This design comes from an exercise in tuning for small area on the open sky130 flow, not from production work.
The RTL was checked by simulation tests, not by an equivalence proof against the original design.
Power figures rest on the tool's default switching activity, not on a simulated workload.

==> flow/design.v <==
`default_nettype none
package aes_pkg;
  typedef logic [128-1:0] aes_block_t;
  typedef logic [128-1:0]   aes_key_t;
endpackage
`default_nettype wire
`default_nettype none
module aes_sbox (
  input  wire [7:0] u,
  output wire [7:0] y
);
  wire t1, t2, t3, t4, t5, t6, t7, t8, t9, t10, t11, t12, t13, t14, t15, t16, t17, t18, t19, t20, t21, t22, t23, t24, t25, t26, t27, m1, m2, m3, m4, m5, m6, m7, m8, m9, m10, m11, m12, m13, m14, m15, m16, m17, m18, m19, m20, m21, m22, m23, m24, m25, m26, m27, m28, m29, m30, m31, m32, m33, m34, m35, m36, m37, m38, m39, m40, m41, m42, m43, m44, m45, m46, m47, m48, m49, m50, m51, m52, m53, m54, m55, m56, m57, m58, m59, m60, m61, m62, m63, l0, l1, l2, l3, l4, l5, l6, l7, l8, l9, l10, l11, l12, l13, l14, l15, l16, l17, l18, l19, l20, l21, l22, l23, l24, l25, l26, l27, l28, l29, s0, s1, s2, s3, s4, s5, s6, s7;
  assign t1 = u[7] ^ u[4];
  assign t2 = u[7] ^ u[2];
  assign t3 = u[7] ^ u[1];
  assign t4 = u[4] ^ u[2];
  assign t5 = u[3] ^ u[1];
  assign t6 = t1 ^ t5;
  assign t7 = u[6] ^ u[5];
  assign t8 = u[0] ^ t6;
  assign t9 = u[0] ^ t7;
  assign t10 = t6 ^ t7;
  assign t11 = u[6] ^ u[2];
  assign t12 = u[5] ^ u[2];
  assign t13 = t3 ^ t4;
  assign t14 = t6 ^ t11;
  assign t15 = t5 ^ t11;
  assign t16 = t5 ^ t12;
  assign t17 = t9 ^ t16;
  assign t18 = u[4] ^ u[0];
  assign t19 = t7 ^ t18;
  assign t20 = t1 ^ t19;
  assign t21 = u[1] ^ u[0];
  assign t22 = t7 ^ t21;
  assign t23 = t2 ^ t22;
  assign t24 = t2 ^ t10;
  assign t25 = t20 ^ t17;
  assign t26 = t3 ^ t16;
  assign t27 = t1 ^ t12;
  assign m1 = t13 & t6;
  assign m2 = t23 & t8;
  assign m3 = t14 ^ m1;
  assign m4 = t19 & u[0];
  assign m5 = m4 ^ m1;
  assign m6 = t3 & t16;
  assign m7 = t22 & t9;
  assign m8 = t26 ^ m6;
  assign m9 = t20 & t17;
  assign m10 = m9 ^ m6;
  assign m11 = t1 & t15;
  assign m12 = t4 & t27;
  assign m13 = m12 ^ m11;
  assign m14 = t2 & t10;
  assign m15 = m14 ^ m11;
  assign m16 = m3 ^ m2;
  assign m17 = m5 ^ t24;
  assign m18 = m8 ^ m7;
  assign m19 = m10 ^ m15;
  assign m20 = m16 ^ m13;
  assign m21 = m17 ^ m15;
  assign m22 = m18 ^ m13;
  assign m23 = m19 ^ t25;
  assign m24 = m22 ^ m23;
  assign m25 = m22 & m20;
  assign m26 = m21 ^ m25;
  assign m27 = m20 ^ m21;
  assign m28 = m23 ^ m25;
  assign m29 = m28 & m27;
  assign m30 = m26 & m24;
  assign m31 = m20 & m23;
  assign m32 = m27 & m31;
  assign m33 = m27 ^ m25;
  assign m34 = m21 & m22;
  assign m35 = m24 & m34;
  assign m36 = m24 ^ m25;
  assign m37 = m21 ^ m29;
  assign m38 = m32 ^ m33;
  assign m39 = m23 ^ m30;
  assign m40 = m35 ^ m36;
  assign m41 = m38 ^ m40;
  assign m42 = m37 ^ m39;
  assign m43 = m37 ^ m38;
  assign m44 = m39 ^ m40;
  assign m45 = m42 ^ m41;
  assign m46 = m44 & t6;
  assign m47 = m40 & t8;
  assign m48 = m39 & u[0];
  assign m49 = m43 & t16;
  assign m50 = m38 & t9;
  assign m51 = m37 & t17;
  assign m52 = m42 & t15;
  assign m53 = m45 & t27;
  assign m54 = m41 & t10;
  assign m55 = m44 & t13;
  assign m56 = m40 & t23;
  assign m57 = m39 & t19;
  assign m58 = m43 & t3;
  assign m59 = m38 & t22;
  assign m60 = m37 & t20;
  assign m61 = m42 & t1;
  assign m62 = m45 & t4;
  assign m63 = m41 & t2;
  assign l0 = m61 ^ m62;
  assign l1 = m50 ^ m56;
  assign l2 = m46 ^ m48;
  assign l3 = m47 ^ m55;
  assign l4 = m54 ^ m58;
  assign l5 = m49 ^ m61;
  assign l6 = m62 ^ l5;
  assign l7 = m46 ^ l3;
  assign l8 = m51 ^ m59;
  assign l9 = m52 ^ m53;
  assign l10 = m53 ^ l4;
  assign l11 = m60 ^ l2;
  assign l12 = m48 ^ m51;
  assign l13 = m50 ^ l0;
  assign l14 = m52 ^ m61;
  assign l15 = m55 ^ l1;
  assign l16 = m56 ^ l0;
  assign l17 = m57 ^ l1;
  assign l18 = m58 ^ l8;
  assign l19 = m63 ^ l4;
  assign l20 = l0 ^ l1;
  assign l21 = l1 ^ l7;
  assign l22 = l3 ^ l12;
  assign l23 = l18 ^ l2;
  assign l24 = l15 ^ l9;
  assign l25 = l6 ^ l10;
  assign l26 = l7 ^ l9;
  assign l27 = l8 ^ l10;
  assign l28 = l11 ^ l14;
  assign l29 = l11 ^ l17;
  assign s0 = l6 ^ l24;
  assign s1 = ~(l16 ^ l26);
  assign s2 = ~(l19 ^ l28);
  assign s3 = l6 ^ l21;
  assign s4 = l20 ^ l22;
  assign s5 = l25 ^ l29;
  assign s6 = ~(l13 ^ l27);
  assign s7 = ~(l6 ^ l23);
  assign y = {s0, s1, s2, s3, s4, s5, s6, s7};
endmodule
`default_nettype wire
`default_nettype none
module aes_top (
  input  logic                clk_i,
  input  logic                reset_i,
  input  logic                cfg_we_i,
  input  logic [1:0]          mode_i,
  input  aes_pkg::aes_key_t   key_i,
  input  aes_pkg::aes_block_t iv_i,
  input  logic                start_i,
  input  aes_pkg::aes_block_t data_i,
  output logic                ready_o,
  output logic                valid_o,
  output aes_pkg::aes_block_t data_o
);
  localparam logic [2:0] ST_IDLE = 3'd0;   
  localparam logic [2:0] ST_CLR  = 3'd1;   
  localparam logic [2:0] ST_PREP = 3'd2;   
  localparam logic [2:0] ST_ENC  = 3'd3;   
  localparam logic [2:0] ST_INV  = 3'd4;   
  localparam logic [1:0] M_ECB = 2'd0;
  localparam logic [1:0] M_CBC = 2'd1;
  localparam logic [1:0] M_CTR = 2'd2;
  function automatic logic [7:0] xt(input logic [7:0] b);
    xt = {b[6:0], 1'b0} ^ (b[7] ? 8'h1b : 8'h00);
  endfunction
  logic [3:0] ph;
  logic [2:0] st;
  logic [1:0] sub;
  logic [3:0] rnd;
  logic [1:0] mode;
  logic       pcfg, pblk, vflag;
  logic       cw, cn;
  logic [7:0] s [16];
  logic [7:0] k [16];
  logic [7:0] v [16];
  logic [7:0] e1, e2;
  wire [1:0] r = ph[1:0];
  assign ready_o = (st == ST_IDLE) && (ph == 4'd0);
  wire acc_blk = start_i & ready_o;
  wire acc_cfg = cfg_we_i & ready_o & ~start_i;
  assign valid_o = vflag && (ph == 4'd0);
  wire enc   = (st == ST_ENC);
  wire clr   = (st == ST_CLR);
  wire prep  = (st == ST_PREP);
  wire s_ark = enc && (sub == 2'd0);
  wire s_sra = enc && (sub == 2'd1);   
  wire s_srb = enc && (sub == 2'd2);   
  wire mcen  = s_ark && (rnd >= 4'd2) && (rnd <= 4'd10);
  wire k_f1  = enc && (sub == 2'd0) && (rnd != 4'd11);
  wire k_inv = (enc && (sub == 2'd0) && (rnd == 4'd11)) || (st == ST_INV);
  wire k_dl  = enc && (sub != 2'd0);
  logic [7:0] src;
  always_comb begin
    src = s[0];
    if (s_sra) begin
      if (r == 2'd1)      src = (ph == 4'd1) ? s[12] : e1;
      else if (r == 2'd3) src = (ph == 4'd15) ? e2 : s[4];
    end else if (s_srb && r == 2'd2) begin
      case (ph[3:2])
        2'd0, 2'd1: src = s[8];
        2'd2:       src = e2;
        default:    src = e1;
      endcase
    end
  end
  wire [7:0] mx    = (r == 2'd3) ? e2 : s[1];
  wire [7:0] md    = s[0] ^ mx;
  wire [7:0] tcomb = md ^ s[2] ^ s[3];
  wire [7:0] tsel  = (r == 2'd0) ? tcomb : e1;
  wire [7:0] mc    = tsel ^ s[0] ^ xt(md);
  wire e1_en = (s_sra && r == 2'd1) || (s_srb && ph == 4'd6) || (mcen && r == 2'd0);
  wire e2_en = (s_sra && ph == 4'd3) || (s_srb && ph == 4'd2) || (mcen && r == 2'd0);
  always_ff @(posedge clk_i) begin
    if (e1_en) e1 <= mcen ? tcomb : s[0];
    if (e2_en) e2 <= s[0];
  end
  wire [7:0] ktap  = (ph == 4'd15) ? k[1] : k[5];
  wire [7:0] sbin  = s_sra ? src : ktap;
  wire [7:0] sbout;
  aes_sbox u_sbox (.u(sbin), .y(sbout));
  logic [7:0] stail;
  always_comb begin
    if (clr)        stail = 8'h00;
    else if (prep)  stail = (mode == M_ECB) ? 8'h00 : v[0];
    else if (s_sra) stail = sbout;
    else if (s_srb) stail = src;
    else if (s_ark) stail = (mcen ? mc : s[0]) ^ k[0];
    else            stail = s[0];
  end
  logic [7:0] rcon;
  always_comb begin
    case (rnd)
      4'd1:    rcon = 8'h01;
      4'd2:    rcon = 8'h02;
      4'd3:    rcon = 8'h04;
      4'd4:    rcon = 8'h08;
      4'd5:    rcon = 8'h10;
      4'd6:    rcon = 8'h20;
      4'd7:    rcon = 8'h40;
      4'd8:    rcon = 8'h80;
      4'd9:    rcon = 8'h1b;
      default: rcon = 8'h36;
    endcase
  end
  wire        k_xd  = (k_dl || k_inv) && (ph[3:2] != 2'd3);
  wire        k_xs  = (k_f1 || k_inv) && (ph[3:2] == 2'd3);
  wire [7:0]  ktail = (clr ? 8'h00 : k[0])
                    ^ (k_xd ? k[4] : 8'h00)
                    ^ (k_xs ? (sbout ^ ((ph == 4'd12) ? rcon : 8'h00)) : 8'h00);
  wire vinc = prep && (mode == M_CTR);
  wire ff1 = &v[1];
  wire ff2 = &v[2];
  wire ff3 = &v[3];
  wire vc  = cw && ((r == 2'd3) || (ff1 && ((r == 2'd2) || (ff2 && ((r == 2'd1) || ff3)))));
  wire [7:0] vtail = vinc ? (v[0] + {7'd0, vc}) : v[0];
  always_ff @(posedge clk_i) begin
    if (!vinc) begin
      cw <= 1'b1;
    end else begin
      if (r == 2'd0) cn <= vc & (&v[0]);
      if (r == 2'd3) cw <= cn;
    end
  end
  for (genvar j = 0; j < 16; j++) begin : g_ring
    localparam int Q = (j + 1) % 16;
    localparam int B = 12 - 4 * (Q / 4) + (Q % 4);
    wire [7:0] s_in = (j == 15) ? stail : s[(j + 1) % 16];
    wire [7:0] k_in = (j == 15) ? ktail : k[(j + 1) % 16];
    wire [7:0] v_in = (j == 15) ? vtail : v[(j + 1) % 16];
    always_ff @(posedge clk_i) begin
      s[j] <= s_in ^ (acc_blk ? data_i[127 - 8 * B -: 8] : 8'h00);
      k[j] <= acc_cfg ? key_i[127 - 8 * B -: 8] : k_in;
      v[j] <= acc_cfg ? iv_i[127 - 8 * B -: 8] : v_in;
    end
    localparam int BO = 12 - 4 * (j / 4) + (j % 4);
    assign data_o[127 - 8 * BO -: 8] = s[j];
  end
  always_ff @(posedge clk_i) begin
    if (reset_i) begin
      ph    <= 4'd0;
      st    <= ST_CLR;
      mode  <= M_ECB;
      pcfg  <= 1'b0;
      pblk  <= 1'b0;
      vflag <= 1'b0;
      sub   <= 2'd0;
      rnd   <= 4'd0;
    end else begin
      ph <= ph + 4'd1;
      if (ph == 4'd0) vflag <= 1'b0;
      if (acc_cfg) begin
        pcfg <= 1'b1;
        mode <= (mode_i == 2'b01) ? M_CBC : (mode_i == 2'b10) ? M_CTR : M_ECB;
      end
      if (acc_blk) pblk <= 1'b1;
      if (ph == 4'd15) begin
        case (st)
          ST_IDLE: begin
            pcfg <= 1'b0;
            pblk <= 1'b0;
            if (pcfg) begin
              st <= ST_PREP;
            end else if (pblk) begin
              if (mode == M_CTR) begin
                st    <= ST_PREP;
                vflag <= 1'b1;
              end else begin
                st  <= ST_ENC;
                sub <= 2'd0;
                rnd <= 4'd1;
              end
            end
          end
          ST_CLR: st <= ST_IDLE;
          ST_PREP: begin
            if (mode == M_CTR) begin
              st  <= ST_ENC;
              sub <= 2'd0;
              rnd <= 4'd1;
            end else begin
              st <= ST_IDLE;
            end
          end
          ST_ENC: begin
            if (rnd == 4'd11) begin
              st  <= ST_INV;
              rnd <= 4'd9;
            end else if (sub == 2'd3) begin
              sub <= 2'd0;
              rnd <= rnd + 4'd1;
            end else begin
              sub <= sub + 2'd1;
            end
          end
          default: begin   
            if (rnd == 4'd1) begin
              if (mode == M_CTR) begin
                st <= ST_IDLE;
              end else begin
                vflag <= 1'b1;
                st    <= (mode == M_ECB) ? ST_PREP : ST_IDLE;
              end
            end else begin
              rnd <= rnd - 4'd1;
            end
          end
        endcase
      end
    end
  end
endmodule
`default_nettype wire
==> flow/run.sh <==
#!/bin/bash
# synth_recipe.tcl (not shown) runs the flow's synth.tcl, then flattens the netlist and writes it again
# the make line also repeats each setting of config.mk as NAME=value (left out here)
make -C /OpenROAD-flow-scripts/flow DESIGN_CONFIG=/design/flow/config.mk WORK_HOME=/design/flow/orfs CLKGATE_MAP_FILE= SYNTH_SCRIPT=/design/flow/synth_recipe.tcl finish
==> flow/config.mk <==
export PLATFORM = sky130hd
export DESIGN_NAME = aes_top
export DESIGN_NICKNAME = aes_top
export VERILOG_FILES = /design/flow/design.v
export SDC_FILE = /design/flow/constraint.sdc
export NUM_CORES = 4
export LEC_CHECK = 0
export CAP_MARGIN = 20
export CORE_MARGIN = 2
export CORE_UTILIZATION = 30
export SLEW_MARGIN = 20
==> flow/constraint.sdc <==
create_clock -name core_clock -period 10.0 [get_ports {clk_i}]
set_input_delay 2.0000 -clock core_clock [delete_from_list [all_inputs] [get_ports {clk_i}]]
set_output_delay 2.0000 -clock core_clock [all_outputs]
set_load 0.01 [all_outputs]
==> results of run 1 <==
[worst max-delay path by stage]
stage / from / end / slack, ns
2_1_floorplan: ph[0] / k[15][4] / 4.28
4_1_cts: ph[0] / k[15][0] / 2.74
6_report: ph[0] / k[15][0] / 2.79
3_3_place_gp: ph[0] / k[15][0] / 2.99
5_1_grt: ph[0] / k[15][0] / 2.14
3_5_place_dp: ph[0] / k[15][0] / 2.80
[cell families after synthesis]
kind of cell	count (synthesis)	synth area share [%]
xor+xnor	271	14.3
compound gates	226	8.31
simple gates	1126	24.0
flops	428	46.3
buf+inv	139	2.97
fa+ha+maj	22	1.45
mux	49	2.72
[worst max-delay path, delay by kind of cell (launching register included)]
kind	cells	cell delay, ns
adder cells (fa/ha/maj)	2	0.49
flip-flops	1	0.42
XOR/XNOR	9	3.54
buffers and inverters	1	0.34
AND/OR/NAND/NOR	5	1.11
AO/OA/AOI/OAI	4	1.10
[cell type report]
| type | instances | share of cell area, % |
|---|---|---|
| flip-flops and latches | 428 | 33.2 |
| clock inverters | 18 | 0.727 |
| repair buffers | 534 | 20.2 |
| well taps | 837 | 3.98 |
| diodes | 4 | 0.0380 |
| clock buffers | 66 | 5.09 |
| inverters | 22 | 0.314 |
| multi-input cells | 1694 | 36.4 |
[registers in the layout, indices dropped and copies added (netlist names), 2 cells and up]
register  flops
s           128
v           128
ph            4
k           128
e2            8
mode          2
sub           2
st            3
rnd           4
e1            8
rcon          8
[where the power goes]
group | switching [mW] | internal [mW] | total [mW] | leakage [nW]
clock | 0.716 | 1.01 | 1.73 | 0.756
combinational | 0.0522 | 0.147 | 0.200 | 6.20
sequential | 0.00149 | 1.72 | 1.72 | 3.47
total | 0.770 | 2.88 | 3.65 | 10.4
[through the flow]
step | util [%] | instances
final | 42.5 | 3603
after global routing | 42.5 | 3600
after CTS | 42.5 | 3599
after detailed placement | 40.0 | 3515
after global placement | 40.0 | 3514
after floorplan | - | 2261
[cells in the mapped netlist, types with 21 or more instances]
master	number
xnor2_1	215
nand2_1	949
mux2i_1	37
nor2_1	70
inv_1	22
a21oi_1	58
xor2_1	30
ha_1	21
clkbuf_1	93
o21ai_0	49
dfxtp_1	411
[metal layers]
layer	part of all wire (%)	vias to the layer above	GRT usage [%]
li1	-	8211	-
met1	41	7865	26.9
met2	46	686	37.4
met3	9.2	145	6.88
met4	2.7	30	6.40
met5	0.25	-	0
==> impl_metrics.tcl, run 1 <==
set metrics [dict create \
    initial_utilization_pct 30.5 \
    drv_cap 0 \
    h-tree-depth 2 \
    cts_sinks 428 \
    criticalPathCategory "flop to flop" \
    synth_edf_count 17 \
    dp_slack_ns 2.80 \
    area_growth_pct 39.5 \
    drc_errors 0 \
    synth.area.top_cells "dfxtp_1 44%, nand2_1 19%, xnor2_1 10%" \
    portBuffers 519 \
    synthArstFlopShare_pct 0 \
    worst_path_most_repeated_cell "xnor2_1" \
    synth.top_cell.area_share_pct 43.6 \
    cts_made_buffers 48 \
    worst_setup_path_start_kind "flop" \
    cp_cell_sequence "ha_1 > buf_4 > nand3_2 > or2_0 > a211oi_1 > a21oi_2 > xnor2_1 > xnor2_1 > xnor2_1 > ha_1 > xnor2_1 > xnor3_1 > nand3_1 > a211oi_1 > nor4b_4 > xnor2_1 > xor3_1 > xor2_1 > nand2_1 > xnor2_1 > o21ai_0" \
    synth_cells 2261 \
    hold-path-cell-count 2 \
    min_from "k[11][7]" \
    leakage_nw 10.4 \
    rsz0062_at_grt "no" \
    drt_wl_total_um 73500 \
    setup_viol 0 \
    cts_tree "built" \
    dr.pass1.iters 8 \
    placed_area_um2 24800 \
    coreArea_um2 61900 \
    ant_nets 0 \
    worstHoldPathType "flop to flop" \
    overflow 0 \
    power.density_nw_per_um2 139 \
    min_to "k[10][7]" \
    num-nets-final 3139 \
    slew_headroom_pct 24.6 \
    die_w_um 255 \
    cts_buffer_depth 3 \
    grt_max_degree 205 \
    drive_gt1_share_pct 5.36 \
    hpwl_um 58200 \
    seq_area_frac_synth_pct 46.3 \
    crit_arrival_ns 7.62 \
    ir_drop_uv 117 \
    ys_seq_elements 428 \
    final_cell_mix "949 x nand2_1, 519 x clkdlybuf4s50_1, 411 x dfxtp_1" \
    post_cts_resized 0 \
    setup_slack_ns 2.79 \
    syn_area_per_cell_um2 8.34 \
    finClkSkew_ns 0.0280 \
    vias 16900 \
    die_h_um 255 \
    slew_viol_final 0 \
    grt_pass1_vias 16800 \
    critPathSlowestCell "xnor3_1" \
    routedWlPerCell_um 20.4 \
    yosys.cell_types.count 93 \
    max_freq_mhz 139 \
    syn_nets 2672 \
    n_fill_cell 6198 \
    viasPerCell 4.70 \
    worst_pin_slew_ns 1.12 \
    outcome "finished clean" \
    gp_congestion 0.957 \
    grt_usage_pct 22.1 \
    worstReg2RegEnd "k[15][0]" \
    synth_warnings 4 \
    p_total_mw 3.65 \
    slowest_delay_ns 0.83 \
    regToRegStartpoint "ph[0]" \
    cts-root-buf "clkbuf_16" \
    ff_latch_area_um2 8740 \
    synth_top_area_cell "dfxtp_1" \
    cts-hold-fix-buffers 0 \
    die_area_um2 64900 \
    reg2reg_depth 21 \
    antenna_found_initial 19 \
    final_common_cell "nand2_1" \
    fin_tns_setup_ns 0 \
    top_level_ports 520 \
    synth_area_um2 18900 \
    multiInputGateArea_um2 9580 \
    clkLatencyLatePin_ns 0.59 \
    post_cts.repair.setup_buffers 0 \
    clkTransAtPathRegs_ns 0.06 \
    min_period_over_period_pct 72.1 \
    end_kind "flop" \
    critPathMaxFanout 28 \
    synth-main-ff-cell "dfxtp_1" \
    cp_data_required_time_ns 10.41 \
    r2r_slack_ns 2.79 \
    final_area_um2 26300 \
    grt_pass1_wl_um 106000 \
    holdWs_ns 0.407 \
    drt-initial-drc-count 1353 \
    finalHoldViolations 0 \
    fin_crit_ns 7.21 \
    row_count 91 \
]
==> run 2: changes to the inputs <==
==> flow/flow/run.sh (new file) <==
#!/bin/bash
# Standard ORFS layout, with two changes to how it is built:
#  - ports are buffered with the smallest buffer (buf_1) instead of the
#    default clkdlybuf4s50_1; every port still gets its own buffer;
#  - clock tree from clkbuf_4 cells in small sink clusters, without dummy
#    loads. No register gets a deliberate clock offset.
# Each tool's output goes to its own log (ORFS keeps per-step logs under
# orfs/logs); make's own output goes to standard.log.
set -euo pipefail
export BUFFER_PORTS_ARGS="-buffer_cell sky130_fd_sc_hd__buf_1"
export CTS_ARGS="-sink_clustering_enable -repair_clock_nets -buf_list sky130_fd_sc_hd__clkbuf_4 -dont_use_dummy_load -sink_clustering_size 10 -sink_clustering_max_diameter 40"
bash standard.sh > standard.log 2>&1
==> flow/standard.sh (new file) <==
#!/bin/bash
# synth_recipe.tcl (not shown) runs the flow's synth.tcl, then flattens the netlist and writes it again
# the make line also repeats each setting of config.mk as NAME=value (left out here)
make -C /OpenROAD-flow-scripts/flow DESIGN_CONFIG=/design/flow/config.mk WORK_HOME=/design/flow/orfs CLKGATE_MAP_FILE= SYNTH_SCRIPT=/design/flow/synth_recipe.tcl "${@:-finish}"
--- a/flow/config.mk
+++ b/flow/config.mk
@@ -7,5 +7,5 @@
 export LEC_CHECK = 0
 export CAP_MARGIN = 20
 export CORE_MARGIN = 2
-export CORE_UTILIZATION = 30
+export CORE_UTILIZATION = 50
 export SLEW_MARGIN = 20
removed: flow/run.sh
==> impl_metrics.tcl, run 2 <==
set metrics [dict create \
    syn_nets 2672 \
    largest_registers "k: 128 flops, s: 128 flops, v: 128 flops" \
    drive_gt1_share_pct 4.89 \
    seqPwrFrac_pct 65.2 \
    clkLatencyLatePin_ns 0.86 \
    crit_arrival_ns 7.95 \
    cts_buffer_depth 3 \
    placed_area_um2 21100 \
    area_growth_pct 14.3 \
    grt_max_degree 229 \
    synth_top_area_cell "dfxtp_1" \
    synth_cells 2261 \
    cp_data_required_time_ns 10.76 \
    synth_warnings 4 \
    final_cell_mix "949 x nand2_1, 519 x buf_1, 411 x dfxtp_1" \
    r2r_slack_ns 2.82 \
    final_area_um2 21600 \
    cts_tree "built" \
    setup_viol 0 \
    drc_errors 0 \
    vias 16800 \
    power.share.clock_pct 30.9 \
    p_int_mw 2.02 \
    initial_utilization_pct 50.4 \
    yosys.cell_types.count 93 \
    synth.area.top_cells "dfxtp_1 44%, nand2_1 19%, xnor2_1 10%" \
    p_sw_uw 606 \
    multiInputGateArea_um2 9570 \
    fin_tns_setup_ns 0 \
    met2_length_um 31000 \
    min_from "k[8][2]" \
    finalHoldViolations 0 \
    wl_met3_um 5310 \
    cts-hold-fix-buffers 0 \
    die_h_um 198 \
    n_fill_cell 3637 \
    drt-initial-drc-count 1049 \
    slew_headroom_pct 21.0 \
    grt_usage_pct 33.0 \
    synth_area_um2 18900 \
    fin_cells 3253 \
    post_cts_resized 0 \
    min_to "k[7][2]" \
    setup_slack_ns 2.82 \
    fin_crit_ns 7.18 \
    finClkSkew_ns 0.118 \
    portBuffers 519 \
    hpwl_um 51700 \
    wl_met1_um 26000 \
    num-nets-final 3151 \
    antenna_found_initial 7 \
    post_cts.repair.setup_buffers 0 \
    grt_pass1_vias 16500 \
    outcome "finished clean" \
    synth_edf_count 17 \
    ff_latch_area_um2 8740 \
    grt_pass1_wl_um 96400 \
    cts_made_buffers 57 \
    power.density_nw_per_um2 122 \
    cts-root-buf "clkbuf_4" \
    critPathMaxFanout 28 \
    hold-path-cell-count 2 \
    final_util_pct 57.7 \
    rsz0062_at_grt "no" \
    dp_cells 3192 \
    criticalPathCategory "flop to flop" \
    synth.most_common_cell "nand2_1" \
    reg2reg_depth 21 \
    overflow 0 \
    worstHoldPathType "flop to flop" \
    synth-main-ff-cell "dfxtp_1" \
    worstReg2RegEnd "k[15][4]" \
    p_comb_share_pct 3.8 \
    slew_viol_final 0 \
    worst_pin_slew_ns 1.18 \
    top_layer "met5" \
    viasPerCell 5.18 \
    die_w_um 198 \
    slowest_delay_ns 0.80 \
    row_count 71 \
    ant_nets 0 \
    cp_cell_sequence "ha_1 > buf_4 > nand3_2 > or2_0 > a211oi_1 > a21oi_2 > xnor2_1 > xnor2_1 > xnor2_1 > ha_1 > xnor2_1 > xnor3_1 > nand3_1 > a211oi_1 > nor4b_4 > xor2_1 > xnor2_2 > xnor2_1 > xor2_1 > or3_1 > a31o_1" \
    ys_seq_elements 428 \
    routedWlPerCell_um 20.3 \
    critPathSlowestCell "xnor3_1" \
    synth.top_cell.area_share_pct 43.6 \
    clkTransAtPathRegs_ns 0.11 \
    drt_wl_total_um 66000 \
    sw_frac_of_total_pct 23.1 \
    synthArstFlopShare_pct 0 \
    end_kind "flop" \
    ys_top_cells_by_count "949 x nand2_1, 411 x dfxtp_1, 215 x xnor2_1" \
    worst_path_most_repeated_cell "xnor2_1" \
    min_period_over_period_pct 71.8 \
    ir_drop_uv 103 \
    regToRegStartpoint "ph[1]" \
    gp_congestion 0.954 \
    final_common_cell "nand2_1" \
    dp_slack_ns 2.92 \
    seq_area_frac_synth_pct 46.3 \
    syn_area_per_cell_um2 8.34 \
    coreArea_um2 37400 \
    cts_sinks 428 \
    holdWs_ns 0.417 \
    die_area_um2 39300 \
    p_total_mw 2.63 \
    leakage_nw 8.59 \
    dr.pass1.iters 6 \
    drv_cap 0 \
    worst_setup_path_start_kind "flop" \
    h-tree-depth 2 \
    max_freq_mhz 139 \
    top_level_ports 520 \
]
## run 2: changes by cell type in the layout (fill, tap and decap cells not counted), moves of 9 or more
cell / delta
buf_1: +519
clkbuf_1: -12
clkbuf_16: -49
clkbuf_4: +57
clkdlybuf4s50_1: -519
clkinv_2: -9
## run 2: critical path, delay by kind of cell, from the launching register on
family / cells / cell delay [ns]
buffers and inverters: 1 / 0.35
AO/OA/AOI/OAI: 4 / 1.34
XOR/XNOR: 9 / 3.17
flip-flops: 1 / 0.43
AND/OR/NAND/NOR: 5 / 1.34
adder cells (fa/ha/maj): 2 / 0.54
## run 2: logic make-up after synthesis
logic type	synth area share, %
buffers and inverters	2.97
multiplexers	2.72
XOR/XNOR	14.3
AND/OR/NAND/NOR	24.0
flip-flops	46.3
AO/OA/AOI/OAI	8.31
adder cells (fa/ha/maj)	1.45
## run 2: layout make-up
cell class | instances | share of cell area (%)
multi-input combinational | 1694 | 44.4
sequential | 428 | 40.5
timing repair buffer | 537 | 9.72
tap | 511 | 2.96
clock buffer | 57 | 1.98
inverter | 22 | 0.383
antenna | 4 | 0.0464
## run 2: how the worst max path moves through the flow
stage / from / to / slack, ns / depth (start not counted)
floorplan: ph[0] / k[15][4] / 4.28 / 22
global placement: ph[0] / k[15][4] / 3.13 / 21
detailed placement: ph[0] / k[15][4] / 2.92 / 21
CTS: ph[0] / k[15][4] / 2.99 / 21
global route: ph[1] / k[15][0] / 2.52 / 21
finish: ph[1] / k[15][4] / 2.82 / 21
## run 2: power groups by stage
stage                     Sequential [mW]  Clock, mW  Combinational (mW)
after global placement               1.75          0              0.0992
after detailed placement             1.75          0              0.0991
after floorplan                      1.75          0              0.0312
after CTS                            1.72      0.833               0.100
final                                1.72      0.813               0.101
after global routing                 1.72      0.897               0.111
## run 2: metal layers
metal / track usage, % / vias to the layer above
met5: 0 / -
met1: 38.6 / 7763
li1: - / 8202
met2: 55.1 / 696
met4: 18.1 / 6
met3: 8.84 / 170
==> run 3: changes to the inputs <==
--- a/flow/design.v
+++ b/flow/design.v
@@ -159,7 +159,6 @@
   localparam logic [2:0] ST_CLR  = 3'd1;   
   localparam logic [2:0] ST_PREP = 3'd2;   
   localparam logic [2:0] ST_ENC  = 3'd3;   
-  localparam logic [2:0] ST_INV  = 3'd4;   
   localparam logic [1:0] M_ECB = 2'd0;
   localparam logic [1:0] M_CBC = 2'd1;
   localparam logic [1:0] M_CTR = 2'd2;
@@ -168,30 +167,32 @@
   endfunction
   logic [3:0] ph;
   logic [2:0] st;
-  logic [1:0] sub;
-  logic [3:0] rnd;
+  logic [5:0] c;      
+  logic       bk;     
   logic [1:0] mode;
-  logic       pcfg, pblk, vflag;
+  logic       vflag;
   logic       cw, cn;
   logic [7:0] s [16];
   logic [7:0] k [16];
   logic [7:0] v [16];
   logic [7:0] e1, e2;
   wire [1:0] r = ph[1:0];
-  assign ready_o = (st == ST_IDLE) && (ph == 4'd0);
+  wire last = (ph == 4'd15);
+  assign ready_o = (st == ST_IDLE) && last;
   wire acc_blk = start_i & ready_o;
   wire acc_cfg = cfg_we_i & ready_o & ~start_i;
   assign valid_o = vflag && (ph == 4'd0);
   wire enc   = (st == ST_ENC);
   wire clr   = (st == ST_CLR);
   wire prep  = (st == ST_PREP);
-  wire s_ark = enc && (sub == 2'd0);
-  wire s_sra = enc && (sub == 2'd1);   
-  wire s_srb = enc && (sub == 2'd2);   
-  wire mcen  = s_ark && (rnd >= 4'd2) && (rnd <= 4'd10);
-  wire k_f1  = enc && (sub == 2'd0) && (rnd != 4'd11);
-  wire k_inv = (enc && (sub == 2'd0) && (rnd == 4'd11)) || (st == ST_INV);
-  wire k_dl  = enc && (sub != 2'd0);
+  wire rds   = enc && !bk;
+  wire s_ark = rds && (c[1:0] == 2'd0);
+  wire s_sra = rds && (c[1:0] == 2'd1);   
+  wire s_srb = rds && (c[1:0] == 2'd2);   
+  wire mcen  = s_ark && (c >= 6'd4) && (c <= 6'd36);
+  wire k_inv = enc && (bk || (c[5] && c[3]));
+  wire k_f1  = s_ark && !k_inv;
+  wire k_dl  = rds && (c[1:0] != 2'd0);
   logic [7:0] src;
   always_comb begin
     src = s[0];
@@ -232,16 +233,16 @@
   end
   logic [7:0] rcon;
   always_comb begin
-    case (rnd)
-      4'd1:    rcon = 8'h01;
-      4'd2:    rcon = 8'h02;
-      4'd3:    rcon = 8'h04;
-      4'd4:    rcon = 8'h08;
-      4'd5:    rcon = 8'h10;
-      4'd6:    rcon = 8'h20;
-      4'd7:    rcon = 8'h40;
-      4'd8:    rcon = 8'h80;
-      4'd9:    rcon = 8'h1b;
+    case (c[5:2])
+      4'd0:    rcon = 8'h01;
+      4'd1:    rcon = 8'h02;
+      4'd2:    rcon = 8'h04;
+      4'd3:    rcon = 8'h08;
+      4'd4:    rcon = 8'h10;
+      4'd5:    rcon = 8'h20;
+      4'd6:    rcon = 8'h40;
+      4'd7:    rcon = 8'h80;
+      4'd8:    rcon = 8'h1b;
       default: rcon = 8'h36;
     endcase
   end
@@ -265,8 +266,7 @@
     end
   end
   for (genvar j = 0; j < 16; j++) begin : g_ring
-    localparam int Q = (j + 1) % 16;
-    localparam int B = 12 - 4 * (Q / 4) + (Q % 4);
+    localparam int B = 12 - 4 * (j / 4) + (j % 4);
     wire [7:0] s_in = (j == 15) ? stail : s[(j + 1) % 16];
     wire [7:0] k_in = (j == 15) ? ktail : k[(j + 1) % 16];
     wire [7:0] v_in = (j == 15) ? vtail : v[(j + 1) % 16];
@@ -275,76 +275,60 @@
       k[j] <= acc_cfg ? key_i[127 - 8 * B -: 8] : k_in;
       v[j] <= acc_cfg ? iv_i[127 - 8 * B -: 8] : v_in;
     end
-    localparam int BO = 12 - 4 * (j / 4) + (j % 4);
-    assign data_o[127 - 8 * BO -: 8] = s[j];
+    assign data_o[127 - 8 * B -: 8] = s[j];
   end
   always_ff @(posedge clk_i) begin
     if (reset_i) begin
       ph    <= 4'd0;
       st    <= ST_CLR;
       mode  <= M_ECB;
-      pcfg  <= 1'b0;
-      pblk  <= 1'b0;
       vflag <= 1'b0;
-      sub   <= 2'd0;
-      rnd   <= 4'd0;
+      c     <= 6'd0;
+      bk    <= 1'b0;
     end else begin
       ph <= ph + 4'd1;
       if (ph == 4'd0) vflag <= 1'b0;
-      if (acc_cfg) begin
-        pcfg <= 1'b1;
-        mode <= (mode_i == 2'b01) ? M_CBC : (mode_i == 2'b10) ? M_CTR : M_ECB;
-      end
-      if (acc_blk) pblk <= 1'b1;
-      if (ph == 4'd15) begin
+      if (last) begin
+        c <= c + 6'd1;
         case (st)
           ST_IDLE: begin
-            pcfg <= 1'b0;
-            pblk <= 1'b0;
-            if (pcfg) begin
-              st <= ST_PREP;
-            end else if (pblk) begin
+            if (acc_cfg) begin
+              st   <= ST_PREP;
+              mode <= (mode_i == 2'b01) ? M_CBC : (mode_i == 2'b10) ? M_CTR : M_ECB;
+            end else if (acc_blk) begin
               if (mode == M_CTR) begin
                 st    <= ST_PREP;
                 vflag <= 1'b1;
               end else begin
-                st  <= ST_ENC;
-                sub <= 2'd0;
-                rnd <= 4'd1;
+                st <= ST_ENC;
+                c  <= 6'd0;
               end
             end
           end
           ST_CLR: st <= ST_IDLE;
           ST_PREP: begin
             if (mode == M_CTR) begin
-              st  <= ST_ENC;
-              sub <= 2'd0;
-              rnd <= 4'd1;
+              st <= ST_ENC;
+              c  <= 6'd0;
             end else begin
               st <= ST_IDLE;
             end
           end
-          ST_ENC: begin
-            if (rnd == 4'd11) begin
-              st  <= ST_INV;
-              rnd <= 4'd9;
-            end else if (sub == 2'd3) begin
-              sub <= 2'd0;
-              rnd <= rnd + 4'd1;
-            end else begin
-              sub <= sub + 2'd1;
-            end
-          end
           default: begin   
-            if (rnd == 4'd1) begin
+            if (c[5] && c[3]) begin
+              bk <= 1'b1;
+              c  <= 6'd32;
+            end else if (bk) begin
+              c <= c - 6'd4;
+            end
+            if (bk && c == 6'd0) begin
+              bk <= 1'b0;
               if (mode == M_CTR) begin
                 st <= ST_IDLE;
               end else begin
                 vflag <= 1'b1;
                 st    <= (mode == M_ECB) ? ST_PREP : ST_IDLE;
               end
-            end else begin
-              rnd <= rnd - 4'd1;
             end
           end
         endcase
==> flow/flow/run.sh (replaced) <==
#!/bin/bash
# Standard ORFS layout (the standard.sh) with three changes to how it
# is built:
#  - synthesis is the standard synthesis script, except that ABC maps
#    the logic with an area-oriented script (flow/area.abc); flip-flop
#    mapping, flattening and naming are unchanged, so the registers are
#    the standard synthesis's;
#  - ports are buffered with the smallest buffer (buf_1) instead of the
#    default clkdlybuf4s50_1; every port still gets its own buffer;
#  - the clock tree uses clkbuf_4 cells in small sink clusters, without
#    dummy loads. No register gets a deliberate clock offset.
# Each tool's output goes to its own log (ORFS keeps per-step logs under
# orfs/logs); make's own output goes to standard.log.
set -euo pipefail
here=$(pwd)
export MY_ABC_SCRIPT="$here/flow/area.abc"
export BUFFER_PORTS_ARGS="-buffer_cell sky130_fd_sc_hd__buf_1"
export CTS_ARGS="-sink_clustering_enable -repair_clock_nets -buf_list sky130_fd_sc_hd__clkbuf_4 -dont_use_dummy_load -sink_clustering_size 10 -sink_clustering_max_diameter 40"
{ cat flow/abc_override.tcl; cat synth_recipe.tcl; } > my_synth.tcl
sed "s#SYNTH_SCRIPT=[^ ]*synth_recipe.tcl#SYNTH_SCRIPT=$here/my_synth.tcl#" standard.sh > my_standard.sh
grep -q "SYNTH_SCRIPT=$here/my_synth.tcl" my_standard.sh
bash my_standard.sh > standard.log 2>&1
==> flow/flow/abc_override.tcl (new file) <==
# Use flow/area.abc for ABC's technology mapping instead of ORFS's script.
proc abc {args} {
  set i [lsearch -exact $args -script]
  if {$i >= 0} { set args [lreplace $args $i [expr {$i + 1}] -script $::env(MY_ABC_SCRIPT)] }
  yosys abc {*}$args
}
==> flow/flow/area.abc (new file) <==
strash
dch -f
amap -m
topo
==> impl_metrics.tcl, run 3 <==
set metrics [dict create \
    post_cts_resized 0 \
    area_growth_pct 18.8 \
    grt_pass1_vias 14400 \
    fin_tns_setup_ns 0 \
    routedWlPerCell_um 18.7 \
    criticalPathCategory "flop to flop" \
    max_freq_mhz 109 \
    worst_setup_path_start_kind "flop" \
    leakage_nw 6.68 \
    ir_drop_uv 146 \
    drv_cap 0 \
    drt-initial-drc-count 1171 \
    synth_top_area_cell "dfxtp_1" \
    p_sw_uw 600 \
    die_h_um 186 \
    row_count 66 \
    ant_nets 0 \
    final_common_cell "buf_1" \
    die_w_um 186 \
    grt_pass1_wl_um 77700 \
    sw_frac_of_total_pct 23.0 \
    cts-hold-fix-buffers 0 \
    ff_latch_area_um2 8700 \
    slew_headroom_pct 27.0 \
    synth.most_common_cell "dfxtp_1" \
    worst_path_most_repeated_cell "clkinv_1" \
    critPathMaxFanout 20 \
    p_comb_share_pct 3.9 \
    worstHoldPathType "flop to flop" \
    synthArstFlopShare_pct 0 \
    final_cell_mix "519 x buf_1, 409 x dfxtp_1, 249 x o22a_1" \
    synth.top_cell.area_share_pct 49.5 \
    syn_nets 2219 \
    yosys.cell_types.count 39 \
    clkLatencyLatePin_ns 0.82 \
    synth_warnings 4 \
    power.share.clock_pct 30.7 \
    synth_area_um2 16500 \
    worst_pin_slew_ns 1.09 \
    cts-root-buf "clkbuf_4" \
    syn_area_per_cell_um2 9.15 \
    drt_wl_total_um 53000 \
    die_area_um2 34500 \
    cts_sinks 426 \
    ys_top_cells_by_count "409 x dfxtp_1, 249 x o22a_1, 248 x nand2_1" \
    setup_slack_ns 0.799 \
    multiInputGateArea_um2 7500 \
    drc_errors 0 \
    antenna_found_initial 3 \
    placed_area_um2 19200 \
    seq_area_frac_synth_pct 52.6 \
    outcome "finished clean" \
    grt_max_degree 260 \
    finClkSkew_ns 0.119 \
    fin_crit_ns 9.20 \
    gp_congestion 0.958 \
    cts_tree "built" \
    viasPerCell 5.61 \
    hpwl_um 39900 \
    crit_arrival_ns 9.91 \
    synth-main-ff-cell "dfxtp_1" \
    seqPwrFrac_pct 65.4 \
    ys_seq_elements 426 \
    cp_data_required_time_ns 10.71 \
    coreArea_um2 32500 \
    initial_utilization_pct 50.8 \
    portBuffers 519 \
    clkTransAtPathRegs_ns 0.10 \
    slowest_delay_ns 0.49 \
    dr.pass1.iters 6 \
    vias 15900 \
    top_level_ports 520 \
    overflow 0 \
    critPathSlowestCell "o21ai_0" \
    finalHoldViolations 0 \
    largest_registers "k: 128 flops, s: 128 flops, v: 128 flops" \
    dp_slack_ns 1.01 \
    grt_usage_pct 29.2 \
    synth_edf_count 17 \
    synth.area.top_cells "dfxtp_1 50%, o22a_1 13%, nand2_1 5.6%" \
    setup_viol 0 \
    min_period_over_period_pct 92.0 \
    h-tree-depth 2 \
    dp_cells 2779 \
    synth_cells 1807 \
    power.density_nw_per_um2 133 \
    n_fill_cell 3020 \
    post_cts.repair.setup_buffers 0 \
    final_area_um2 19600 \
    cts_made_buffers 56 \
    end_kind "flop" \
    p_int_mw 2.01 \
    slew_viol_final 0 \
    fin_cells 2838 \
    num-nets-final 2807 \
    drive_gt1_share_pct 3.34 \
    cts_buffer_depth 3 \
]
## run 3: cell types whose count changed after synthesis, moves of 93 or more
cell	delta
o22a_1	+248
clkbuf_1	-93
clkinv_1	+107
nand2_1	-701
o21ai_0	+119
a21oi_1	+93
xnor2_1	-215
## run 3: power groups by stage
stage	sequential, mW	combinational (mW)	clock, mW
after floorplan	1.75	0.0281	0
after global placement	1.75	0.0975	0
after detailed placement	1.75	0.0994	0
after CTS	1.71	0.100	0.824
after global routing	1.71	0.111	0.894
final	1.71	0.102	0.801
## run 3: through the flow
step / total power, mW / utilization (%) / hold slack [ns]
detailed placement: 1.85 / 59.0 / 0.439
CTS: 2.63 / 60.3 / 0.407
global placement: 1.84 / 59.0 / 0.432
floorplan: 1.77 / - / 0.419
finish: 2.61 / 60.4 / 0.408
global route: 2.71 / 60.4 / 0.415
## run 3: cells by family after synthesis
kind of cell    synth area share (%)
compound gates                  31.4
xor+xnor                       0.265
flops                           52.6
buf+inv                         2.43
fa+ha+maj                       1.66
simple gates                    11.6
## run 3: layout make-up
type,instances,share of cell area (%)
multi-input combinational,1274,38.2
antenna,3,0.0382
inverter,107,2.13
sequential,426,44.3
tap,442,2.82
clock buffer,56,2.14
timing repair buffer,530,10.4
## run 3: per-layer routing
layer	wire length [um]	up-vias	track usage, %	part of all wire (%)
li1	-	7934	-	-
met1	21000	7168	35.4	40
met2	25200	698	49.4	48
met3	5210	111	8.24	9.8
met4	1570	0	10.3	3.0
met5	0	-	0	0
## run 3: critical path, delay by kind of cell, from the launching register on
family          cells  cell delay [ns]
simple gates        6             0.85
compound gates     17             5.12
buf+inv             9             2.03
fa+ha+maj           2             0.78
flops               1             0.41
## run 3: path summary, 6_finish.rpt
| kind | from | end | slack [ns] | depth (start not counted) |
|---|---|---|---|---|
| min | k[11][7] | k[10][7] | 0.41 | 1 |
| max reg2reg | ph[0] | k[15][7] | 0.80 | 34 |
| max | ph[0] | k[15][7] | 0.80 | 34 |
| min reg2reg | k[11][7] | k[10][7] | 0.41 | 1 |
==> run 4: changes to the inputs <==
--- a/flow/design.v
+++ b/flow/design.v
@@ -231,21 +231,8 @@
     else if (s_ark) stail = (mcen ? mc : s[0]) ^ k[0];
     else            stail = s[0];
   end
-  logic [7:0] rcon;
-  always_comb begin
-    case (c[5:2])
-      4'd0:    rcon = 8'h01;
-      4'd1:    rcon = 8'h02;
-      4'd2:    rcon = 8'h04;
-      4'd3:    rcon = 8'h08;
-      4'd4:    rcon = 8'h10;
-      4'd5:    rcon = 8'h20;
-      4'd6:    rcon = 8'h40;
-      4'd7:    rcon = 8'h80;
-      4'd8:    rcon = 8'h1b;
-      default: rcon = 8'h36;
-    endcase
-  end
+  wire [3:0] kst  = c[5:2];
+  wire [7:0] rcon = kst[3] ? ((kst[1:0] == 2'd0) ? 8'h1b : 8'h36) : (8'h01 << kst[2:0]);
   wire        k_xd  = (k_dl || k_inv) && (ph[3:2] != 2'd3);
   wire        k_xs  = (k_f1 || k_inv) && (ph[3:2] == 2'd3);
   wire [7:0]  ktail = (clr ? 8'h00 : k[0])
==> impl_metrics.tcl, run 4 <==
set metrics [dict create \
    dr.pass1.iters 5 \
    worstHoldPathType "flop to flop" \
    max_freq_mhz 110 \
    p_total_mw 2.57 \
    endpoint "s[15][7]" \
    num-nets-final 2788 \
    post_cts.repair.setup_buffers 0 \
    cts-root-buf "clkbuf_4" \
    slowest_delay_ns 0.49 \
    coreArea_um2 32400 \
    overflow 0 \
    worstReg2RegEnd "s[15][7]" \
    p_comb_share_pct 4.2 \
    final_cell_mix "519 x buf_1, 401 x dfxtp_1, 251 x o22a_1" \
    rsz0062_at_grt "no" \
    drt-initial-drc-count 1277 \
    cp_data_required_time_ns 10.66 \
    gp_congestion 0.950 \
    seqPwrFrac_pct 65.3 \
    ys_seq_elements 418 \
    synth.most_common_cell "dfxtp_1" \
    worst_setup_path_start_kind "flop" \
    min_period_over_period_pct 90.7 \
    setup_viol 0 \
    ys_top_cells_by_count "401 x dfxtp_1, 251 x o22a_1, 220 x nand2_1" \
    die_area_um2 34200 \
    grt_max_degree 237 \
    power.share.clock_pct 30.5 \
    r2r_slack_ns 0.93 \
    multiInputGateArea_um2 7450 \
    die_w_um 185 \
    cts_made_buffers 56 \
    reg2reg_depth 42 \
    synth_area_um2 16400 \
    slew_headroom_pct 23.5 \
    drive_gt1_share_pct 3.37 \
    drc_errors 0 \
    area_growth_pct 19.1 \
    finClkSkew_ns 0.145 \
    ir_drop_uv 120 \
    row_count 66 \
    fin_cells 2815 \
    h-tree-depth 2 \
    top_level_ports 520 \
    initial_utilization_pct 50.5 \
    grt_pass1_vias 14200 \
    clkTransAtPathRegs_ns 0.10 \
    clkLatencyLatePin_ns 0.76 \
    synth_top_area_cell "dfxtp_1" \
    cts_sinks 418 \
    end_kind "flop" \
    post_cts_resized 0 \
    startpoint "ph[0]" \
    die_h_um 185 \
    worst_pin_slew_ns 1.15 \
    p_sw_uw 586 \
    yosys.cell_types.count 38 \
    antenna_found_initial 2 \
    largest_registers "k: 128 flops, s: 128 flops, v: 128 flops" \
    ant_nets 0 \
    regToRegStartpoint "ph[0]" \
    slew_viol_final 0 \
    hpwl_um 41300 \
    drt_wl_total_um 54200 \
    cts-hold-fix-buffers 0 \
    outcome "finished clean" \
    dp_cells 2757 \
    fin_crit_ns 9.07 \
    n_fill_cell 3006 \
    final_common_cell "buf_1" \
    synth.top_cell.area_share_pct 49.1 \
    critPathSlowestCell "ha_2" \
    drv_cap 0 \
    viasPerCell 5.61 \
    crit_arrival_ns 9.73 \
    cts_tree "built" \
    synthArstFlopShare_pct 0 \
    critPathMaxFanout 24 \
    grt_usage_pct 30.0 \
    criticalPathCategory "flop to flop" \
    synth-main-ff-cell "dfxtp_1" \
    syn_area_per_cell_um2 9.16 \
    vias 15800 \
    grt_pass1_wl_um 79200 \
    ff_latch_area_um2 8540 \
    synth.area.top_cells "dfxtp_1 49%, o22a_1 13%, nand2_1 5.0%" \
    synth_edf_count 17 \
    power.density_nw_per_um2 132 \
    seq_area_frac_synth_pct 52.2 \
    portBuffers 519 \
    leakage_nw 6.64 \
    routedWlPerCell_um 19.3 \
    syn_nets 2200 \
    p_int_mw 1.98 \
    synth_cells 1786 \
    cts_buffer_depth 3 \
    sw_frac_of_total_pct 22.8 \
    finalHoldViolations 0 \
    synth_warnings 4 \
]
-- run 4: cell types whose count changed in the layout (fill, tap and decap cells not counted), sizes merged, moves of 5 or more --
cell    delta
dfxtp      -8
o21ai     -18
nand2     -28
nor2      +15
a31oi      +8
a21oi      +8
o211ai     +5
-- run 4: power groups by stage --
stage	clock, mW	sequential, mW	combinational, mW
global placement	0	1.71	0.103
CTS	0.802	1.68	0.106
finish	0.783	1.68	0.107
global route	0.863	1.68	0.117
detailed placement	0	1.71	0.105
floorplan	0	1.71	0.0321
-- run 4: worst min-delay path by stage --
stage,startpoint,slack [ns],end,depth (start not counted)
after detailed placement,k[4][7],0.44,k[3][7],2
after floorplan,k[4][7],0.42,k[3][7],2
final,v[9][2],0.40,v[8][2],1
after global routing,k[4][2],0.44,k[3][2],1
after CTS,k[3][5],0.41,k[2][5],1
after global placement,k[4][7],0.43,k[3][7],2
-- run 4: cell families (layout without fill, tap and decap cells) --
family	after synthesis	after routing	synth area share, %
other	0	1	0
xor gates and xnor gates	6	6	0.321
adders and majority gates	24	24	1.84
and+or+nand+nor	450	450	11.0
AOI/OAI and AO/OA	776	776	32.0
DFF	418	418	52.2
buffers and inverters	112	698	2.57
-- run 4: layer usage --
metal	vias to the layer above	wire length (um)	track usage, %
li1	7901	-	-
met1	7121	22700	38.1
met2	660	25400	50.1
met3	105	4480	7.35
met4	2	1620	9.94
met5	-	13	0
-- run 4: stage by stage --
stage          worst slack, ns  hold slack, ns  util (%)  instance area [um2]  TNS (ns)
6_report                 0.926           0.404      60.2                19500         0
5_1_grt                 0.0476           0.439      60.2                19500         0
4_1_cts                  0.638           0.408      60.0                19400         0
3_5_place_dp             0.638           0.437      58.7                19000         0
3_3_place_gp              1.08           0.432      58.7                19000         0
2_1_floorplan            -1.24           0.419         -                16400   -226.36
-- run 4: layout make-up --
type	instances	share of cell area [%]
Antenna cell	1	0.0129
Clock buffer	56	2.16
Sequential cell	418	43.9
Timing Repair Buffer	530	10.6
Tap cell	442	2.84
Inverter	112	2.26
Multi-Input combinational cell	1256	38.3
-- run 4: worst max-delay path: cells and delay by family, from the launching register on --
kind                     cells  cell delay (ns)
AO/OA/AOI/OAI               22             4.83
buffers and inverters        8             1.82
AND/OR/NAND/NOR             10             1.08
adder cells (fa/ha/maj)      2             0.82
flip-flops                   1             0.43
==> run 5: changes to the inputs <==
--- a/flow/design.v
+++ b/flow/design.v
@@ -165,6 +165,14 @@
   function automatic logic [7:0] xt(input logic [7:0] b);
     xt = {b[6:0], 1'b0} ^ (b[7] ? 8'h1b : 8'h00);
   endfunction
+  function automatic logic [7:0] inc8(input logic [7:0] a, input logic ci);
+    logic cy;
+    cy = ci;
+    for (int i = 0; i < 8; i++) begin
+      inc8[i] = a[i] ^ cy;
+      cy      = cy & a[i];
+    end
+  endfunction
   logic [3:0] ph;
   logic [2:0] st;
   logic [5:0] c;      
@@ -232,6 +240,8 @@
     else            stail = s[0];
   end
   wire [3:0] kst  = c[5:2];
+  wire [7:0] cinc = inc8({4'd0, ~kst}, 1'b1);
+  wire [3:0] cdec = ~cinc[3:0];    
   wire [7:0] rcon = kst[3] ? ((kst[1:0] == 2'd0) ? 8'h1b : 8'h36) : (8'h01 << kst[2:0]);
   wire        k_xd  = (k_dl || k_inv) && (ph[3:2] != 2'd3);
   wire        k_xs  = (k_f1 || k_inv) && (ph[3:2] == 2'd3);
@@ -243,7 +253,7 @@
   wire ff2 = &v[2];
   wire ff3 = &v[3];
   wire vc  = cw && ((r == 2'd3) || (ff1 && ((r == 2'd2) || (ff2 && ((r == 2'd1) || ff3)))));
-  wire [7:0] vtail = vinc ? (v[0] + {7'd0, vc}) : v[0];
+  wire [7:0] vtail = inc8(v[0], vc & vinc);
   always_ff @(posedge clk_i) begin
     if (!vinc) begin
       cw <= 1'b1;
@@ -273,10 +283,10 @@
       c     <= 6'd0;
       bk    <= 1'b0;
     end else begin
-      ph <= ph + 4'd1;
+      ph <= 4'(inc8({4'd0, ph}, 1'b1));
       if (ph == 4'd0) vflag <= 1'b0;
       if (last) begin
-        c <= c + 6'd1;
+        c <= 6'(inc8({2'd0, c}, 1'b1));
         case (st)
           ST_IDLE: begin
             if (acc_cfg) begin
@@ -306,7 +316,7 @@
               bk <= 1'b1;
               c  <= 6'd32;
             end else if (bk) begin
-              c <= c - 6'd4;
+              c <= {cdec, 2'b00};
             end
             if (bk && c == 6'd0) begin
               bk <= 1'b0;
==> impl_metrics.tcl, run 5 <==
set metrics [dict create \
    overflow 0 \
    h-tree-depth 2 \
    die_w_um 185 \
    cp_data_required_time_ns 10.69 \
    antenna_found_initial 2 \
    coreArea_um2 32300 \
    regToRegStartpoint "ph[0]" \
    slowest_delay_ns 0.50 \
    num-nets-final 2775 \
    gp_congestion 0.974 \
    fin_crit_ns 8.96 \
    drc_errors 0 \
    grt_usage_pct 28.4 \
    final_cell_mix "519 x buf_1, 401 x dfxtp_1, 252 x o22a_1" \
    hold-path-cell-count 1 \
    leakage_nw 6.70 \
    finalHoldViolations 0 \
    syn_area_per_cell_um2 9.26 \
    worstReg2RegEnd "k[15][2]" \
    clkLatencyLatePin_ns 0.83 \
    finClkSkew_ns 0.156 \
    min_to "s[12][3]" \
    r2r_slack_ns 1.04 \
    fin_cells 2796 \
    worstHoldPathType "flop to flop" \
    power.density_nw_per_um2 132 \
    synth_edf_count 17 \
    end_kind "flop" \
    ir_drop_uv 108 \
    hpwl_um 38100 \
    reg2reg_depth 37 \
    p_total_mw 2.57 \
    grt_max_degree 201 \
    ant_nets 0 \
    grt_pass1_vias 14200 \
    placed_area_um2 19000 \
    cts_sinks 418 \
    largest_registers "k: 128 flops, s: 128 flops, v: 128 flops" \
    max_freq_mhz 112 \
    dp_cells 2732 \
    cts-hold-fix-buffers 0 \
    final_common_cell "buf_1" \
    crit_arrival_ns 9.65 \
    synth.top_cell.area_share_pct 49.2 \
    rsz0062_at_grt "no" \
    outcome "finished clean" \
    critPathMaxFanout 12 \
    row_count 66 \
    drt_wl_total_um 50600 \
    synthArstFlopShare_pct 0 \
    die_h_um 185 \
    worst_setup_path_start_kind "flop" \
    syn_nets 2182 \
    top_level_ports 520 \
    worst_pin_slew_ns 1.14 \
    final_area_um2 19500 \
    cts_tree "built" \
    slew_viol_final 0 \
    seq_area_frac_synth_pct 52.4 \
    drive_gt1_share_pct 3.66 \
    vias 15600 \
    worst_path_most_repeated_cell "clkinv_1" \
    ys_seq_elements 418 \
    min_from "s[13][3]" \
    criticalPathCategory "flop to flop" \
    area_growth_pct 19.4 \
    synth-main-ff-cell "dfxtp_1" \
    dr.pass1.iters 6 \
    viasPerCell 5.58 \
    clkTransAtPathRegs_ns 0.10 \
    synth_cells 1760 \
    cts_buffer_depth 3 \
    synth_warnings 4 \
    portBuffers 519 \
    slew_headroom_pct 23.7 \
    drt-initial-drc-count 1168 \
    cts-root-buf "clkbuf_4" \
    cts_made_buffers 56 \
    synth.area.top_cells "dfxtp_1 49%, o22a_1 14%, nand2_1 5.1%" \
    yosys.cell_types.count 36 \
    grt_pass1_wl_um 75200 \
    die_area_um2 34100 \
    synth_top_area_cell "dfxtp_1" \
    ys_top_cells_by_count "401 x dfxtp_1, 252 x o22a_1, 222 x nand2_1" \
    synth.most_common_cell "dfxtp_1" \
    routedWlPerCell_um 18.1 \
    min_period_over_period_pct 89.6 \
    initial_utilization_pct 50.5 \
    drv_cap 0 \
    setup_viol 0 \
    synth_area_um2 16300 \
    critPathSlowestCell "clkinv_1" \
]
-- run 5: power breakdown --
| part | switching [mW] | leakage [nW] | total, mW | internal (mW) |
|---|---|---|---|---|
| combinational | 0.0552 | 3.07 | 0.106 | 0.0513 |
| sequential | 0.00129 | 3.37 | 1.68 | 1.67 |
| clock | 0.532 | 0.258 | 0.787 | 0.255 |
-- run 5: cells by family (layout without fill, tap and decap cells) --
group / Yosys count / in the layout / synth area share (%)
xor+xnor: 7 / 7 / 0.376
compound gates: 756 / 756 / 31.4
other cells: 0 / 3 / 0
fa+ha+maj: 32 / 32 / 2.46
flops: 418 / 418 / 52.4
simple gates: 444 / 444 / 11.0
buf+inv: 103 / 694 / 2.37
-- run 5: timing repair --
action	4_1_cts	5_1_grt
endpoints found under the setup margin	0	16
buffers inserted	0	5
gates resized for setup	0	10
-- run 5: worst max path at each step --
stage	from	to	slack, ns
after global routing	ph[3]	k[15][2]	0.05
after detailed placement	ph[3]	k[15][2]	0.49
after floorplan	cfg_we_i	mode[1]	-1.24
after global placement	ph[3]	k[15][2]	0.84
final	ph[0]	k[15][2]	1.04
after CTS	ph[3]	k[15][2]	0.49
-- run 5: layout make-up --
class / instances / area [um2]
Sequential cell: 418 / 8540
Fill cell: 2979 / 12800
Tap cell: 442 / 553
Timing Repair Buffer: 535 / 2080
Inverter: 103 / 405
Clock buffer: 56 / 420
Antenna cell: 3 / 7.51
Multi-Input combinational cell: 1239 / 7460
-- run 5: per-layer routing --
metal | GRT usage [%] | vias up | wire length, um
met2 | 49.4 | 694 | 24000
met1 | 33.7 | 6991 | 20500
met5 | 0 | - | 39
met4 | 8.77 | 2 | 1380
met3 | 8.26 | 101 | 4690
li1 | - | 7806 | -
-- run 5: through the flow --
step | setup WS (ns) | hold slack [ns] | setup TNS, ns | util (%)
after floorplan | -1.24 | 0.419 | -229.25 | -
after global placement | 0.838 | 0.437 | 0 | 58.7
after detailed placement | 0.489 | 0.441 | 0 | 58.7
after CTS | 0.489 | 0.388 | 0 | 60.0
after global routing | 0.0469 | 0.428 | 0 | 60.3
final | 1.04 | 0.414 | 0 | 60.3
-- run 5: critical path, delay by kind of cell (launching register included) --
kind | cells | cell delay [ns]
AO/OA/AOI/OAI | 18 | 4.62
buffers and inverters | 9 | 1.90
AND/OR/NAND/NOR | 7 | 0.95
adder cells (fa/ha/maj) | 2 | 0.72
flip-flops | 1 | 0.41
XOR/XNOR | 1 | 0.27
==> run 6: changes to the inputs <==
--- a/flow/design.v
+++ b/flow/design.v
@@ -219,7 +219,7 @@
   wire [7:0] md    = s[0] ^ mx;
   wire [7:0] tcomb = md ^ s[2] ^ s[3];
   wire [7:0] tsel  = (r == 2'd0) ? tcomb : e1;
-  wire [7:0] mc    = tsel ^ s[0] ^ xt(md);
+  wire [7:0] mcx   = tsel ^ xt(md);   
   wire e1_en = (s_sra && r == 2'd1) || (s_srb && ph == 4'd6) || (mcen && r == 2'd0);
   wire e2_en = (s_sra && ph == 4'd3) || (s_srb && ph == 4'd2) || (mcen && r == 2'd0);
   always_ff @(posedge clk_i) begin
@@ -230,15 +230,14 @@
   wire [7:0] sbin  = s_sra ? src : ktap;
   wire [7:0] sbout;
   aes_sbox u_sbox (.u(sbin), .y(sbout));
-  logic [7:0] stail;
+  logic [7:0] sbase;
   always_comb begin
-    if (clr)        stail = 8'h00;
-    else if (prep)  stail = (mode == M_ECB) ? 8'h00 : v[0];
-    else if (s_sra) stail = sbout;
-    else if (s_srb) stail = src;
-    else if (s_ark) stail = (mcen ? mc : s[0]) ^ k[0];
-    else            stail = s[0];
+    if (clr)        sbase = 8'h00;
+    else if (prep)  sbase = (mode == M_ECB) ? 8'h00 : v[0];
+    else if (s_sra) sbase = sbout;
+    else            sbase = src;
   end
+  wire [7:0] stail = sbase ^ (s_ark ? k[0] : 8'h00) ^ (mcen ? mcx : 8'h00);
   wire [3:0] kst  = c[5:2];
   wire [7:0] cinc = inc8({4'd0, ~kst}, 1'b1);
   wire [3:0] cdec = ~cinc[3:0];    
==> impl_metrics.tcl, run 6 <==
set metrics [dict create \
    synth_cells 1744 \
    vias 15400 \
    slew_headroom_pct 27.9 \
    finalHoldViolations 0 \
    worst_setup_path_start_kind "flop" \
    drv_cap 0 \
    die_area_um2 33800 \
    worstHoldPathType "flop to flop" \
    power.density_nw_per_um2 133 \
    largest_registers "k: 128 flops, s: 128 flops, v: 128 flops" \
    min_period_over_period_pct 92.0 \
    ys_top_cells_by_count "401 x dfxtp_1, 252 x o22a_1, 208 x nand2_1" \
    synth_edf_count 17 \
    cp_data_required_time_ns 10.52 \
    worst_pin_slew_ns 1.08 \
    initial_utilization_pct 51.0 \
    syn_nets 2166 \
    slowest_delay_ns 0.45 \
    gp_congestion 0.935 \
    h-tree-depth 2 \
    critPathMaxFanout 20 \
    cts_made_buffers 56 \
    viasPerCell 5.62 \
    reg2reg_depth 38 \
    synth.most_common_cell "dfxtp_1" \
    row_count 65 \
    dp_cells 2674 \
    die_w_um 184 \
    synth_area_um2 16200 \
    num-nets-final 2752 \
    crit_arrival_ns 9.72 \
    final_area_um2 19200 \
    clkTransAtPathRegs_ns 0.10 \
    drt-initial-drc-count 1085 \
    p_comb_share_pct 4.0 \
    cts-hold-fix-buffers 0 \
    synth.top_cell.area_share_pct 49.6 \
    synth_top_area_cell "dfxtp_1" \
    end_kind "flop" \
    max_freq_mhz 109 \
    hpwl_um 38500 \
    finClkSkew_ns 0.150 \
    setup_viol 0 \
    p_int_mw 1.98 \
    use_met1_pct 34.2 \
    synth-main-ff-cell "dfxtp_1" \
    leakage_nw 6.59 \
    post_cts.repair.setup_buffers 0 \
    syn_area_per_cell_um2 9.28 \
    cts-root-buf "clkbuf_4" \
    fin_cells 2733 \
    synth.area.top_cells "dfxtp_1 50%, o22a_1 14%, nand2_1 4.8%" \
    fin_tns_setup_ns 0 \
    cts_buffer_depth 3 \
    drt_wl_total_um 50600 \
    cts_sinks 418 \
    ir_drop_uv 117 \
    worst_path_most_repeated_cell "clkinv_1" \
    coreArea_um2 31700 \
    die_h_um 184 \
    cts_tree "built" \
    critPathSlowestCell "dfxtp_1" \
    p_sw_uw 582 \
    synth_warnings 4 \
    slew_viol_final 0 \
    drive_gt1_share_pct 3.31 \
    top_level_ports 520 \
    seqPwrFrac_pct 65.4 \
    dr.pass1.iters 6 \
    overflow 0 \
    final_util_pct 60.6 \
    antenna_found_initial 2 \
    portBuffers 519 \
    routedWlPerCell_um 18.5 \
    p_total_mw 2.56 \
    sw_frac_of_total_pct 22.7 \
    hold-path-cell-count 1 \
    outcome "finished clean" \
    final_cell_mix "519 x buf_1, 401 x dfxtp_1, 252 x o22a_1" \
    yosys.cell_types.count 36 \
    seq_area_frac_synth_pct 52.7 \
    ys_seq_elements 418 \
    met2_usage_pct 49.1 \
    grt_pass1_wl_um 75900 \
    use_met3_pct 7.69 \
    grt_max_degree 154 \
    placed_area_um2 18800 \
    criticalPathCategory "flop to flop" \
    grt_usage_pct 28.6 \
    final_common_cell "buf_1" \
    fin_crit_ns 9.20 \
    ant_nets 0 \
    grt_pass1_vias 14300 \
    post_cts_resized 0 \
    clkLatencyLatePin_ns 0.78 \
    drc_errors 0 \
    grt_busiest_layer "met2" \
    synthArstFlopShare_pct 0 \
    area_growth_pct 18.6 \
    power.share.clock_pct 30.6 \
]
==> run 6: power groups by stage <==
stage	Clock (mW)	Sequential, mW	Combinational, mW
2_1_floorplan	0	1.71	0.0311
3_3_place_gp	0	1.71	0.0986
3_5_place_dp	0	1.71	0.101
4_1_cts	0.806	1.68	0.102
5_1_grt	0.873	1.68	0.114
6_report	0.784	1.68	0.103
==> run 6: per-stage QoR <==
stage	hold WS, ns	worst slack [ns]
4_1_cts	0.426	0.580
3_3_place_gp	0.429	1.06
3_5_place_dp	0.438	0.716
2_1_floorplan	0.419	-1.24
5_1_grt	0.442	-0.00607
6_report	0.408	0.801
==> run 6: worst paths after layout <==
check,endpoint,startpoint,slack (ns)
setup / recovery,s[15][7],ph[3],0.80
hold / removal,k[2][5],k[3][5],0.41
hold reg to reg,k[2][5],k[3][5],0.41
setup reg to reg,s[15][7],ph[3],0.80
==> run 6: metal layers <==
| metal | up-vias | wire (um) |
|---|---|---|
| met5 | - | 0 |
| met4 | 0 | 1770 |
| met3 | 123 | 4640 |
| met2 | 660 | 23800 |
| met1 | 6844 | 20500 |
| li1 | 7729 | - |
==> run 6: worst max-delay path: cells and delay by family (launching register included) <==
family          cells  cell delay (ns)
xor+xnor            1             0.21
flops               1             0.45
compound gates     17             4.64
simple gates       10             1.41
buf+inv             9             2.02
fa+ha+maj           1             0.25
==> run 6: cell type report <==
type                       count  area, um2
sequential                   418       8540
clock buffer                  56        420
inverter                     106        412
multi-input combinational   1220       7310
tap                          402        503
antenna                        3       7.51
timing repair buffer         528       2020
fill                        2982      12500
==> run 6: kinds of logic after synthesis <==
logic type      Yosys count  share of synthesized area (%)
compound gates          737                           31.0
fa+ha+maj                32                           2.47
xor+xnor                  5                          0.271
flops                   418                           52.7
buf+inv                 106                           2.46
simple gates            446                           11.0

==> afterwards: timing with drivers on the ports <==
Ports are ideal in the flow. The routed layouts listed here were re-timed in OpenROAD.
Step 1 (the two cells are an assumption about what drives the block):
set clk [get_ports {clk_i}]
set_driving_cell -lib_cell sky130_fd_sc_hd__clkbuf_16 $clk
set_driving_cell -lib_cell sky130_fd_sc_hd__buf_2 [delete_from_list [all_inputs] $clk]
Step 2 also shifts input and output timing later by t, the mid clock arrival at the registers, as if the neighbouring blocks saw the same clock.
Slacks: no drivers / after step 1 / after step 2; pairs: no drivers / after step 1.
run | shift t [ns] | slack for setup (ns) | hold WS [ns] | worst setup path after step 2 | slew at the worst register clock pin (ns)
run 1 | 0.635 | 2.793 / 2.793 / 2.793 | 0.407 / 0.407 / 0.407 | register to register | 0.06 / 0.06
run 2 | 0.853 | 2.817 / 2.817 / 2.817 | 0.417 / 0.417 / 0.417 | register to register | 0.11 / 0.11
run 3 | 0.814 | 0.799 / 0.799 / 0.799 | 0.408 / 0.408 / 0.408 | register to register | 0.11 / 0.11
run 4 | 0.738 | 0.926 / 0.926 / 0.926 | 0.404 / 0.404 / 0.404 | register to register | 0.11 / 0.11
run 5 | 0.812 | 1.042 / 1.042 / 1.042 | 0.414 / 0.414 / 0.414 | register to register | 0.12 / 0.12
run 6 | 0.760 | 0.801 / 0.801 / 0.801 | 0.408 / 0.408 / 0.408 | register to register | 0.11 / 0.11
After both steps setup and hold are still met in every run listed.
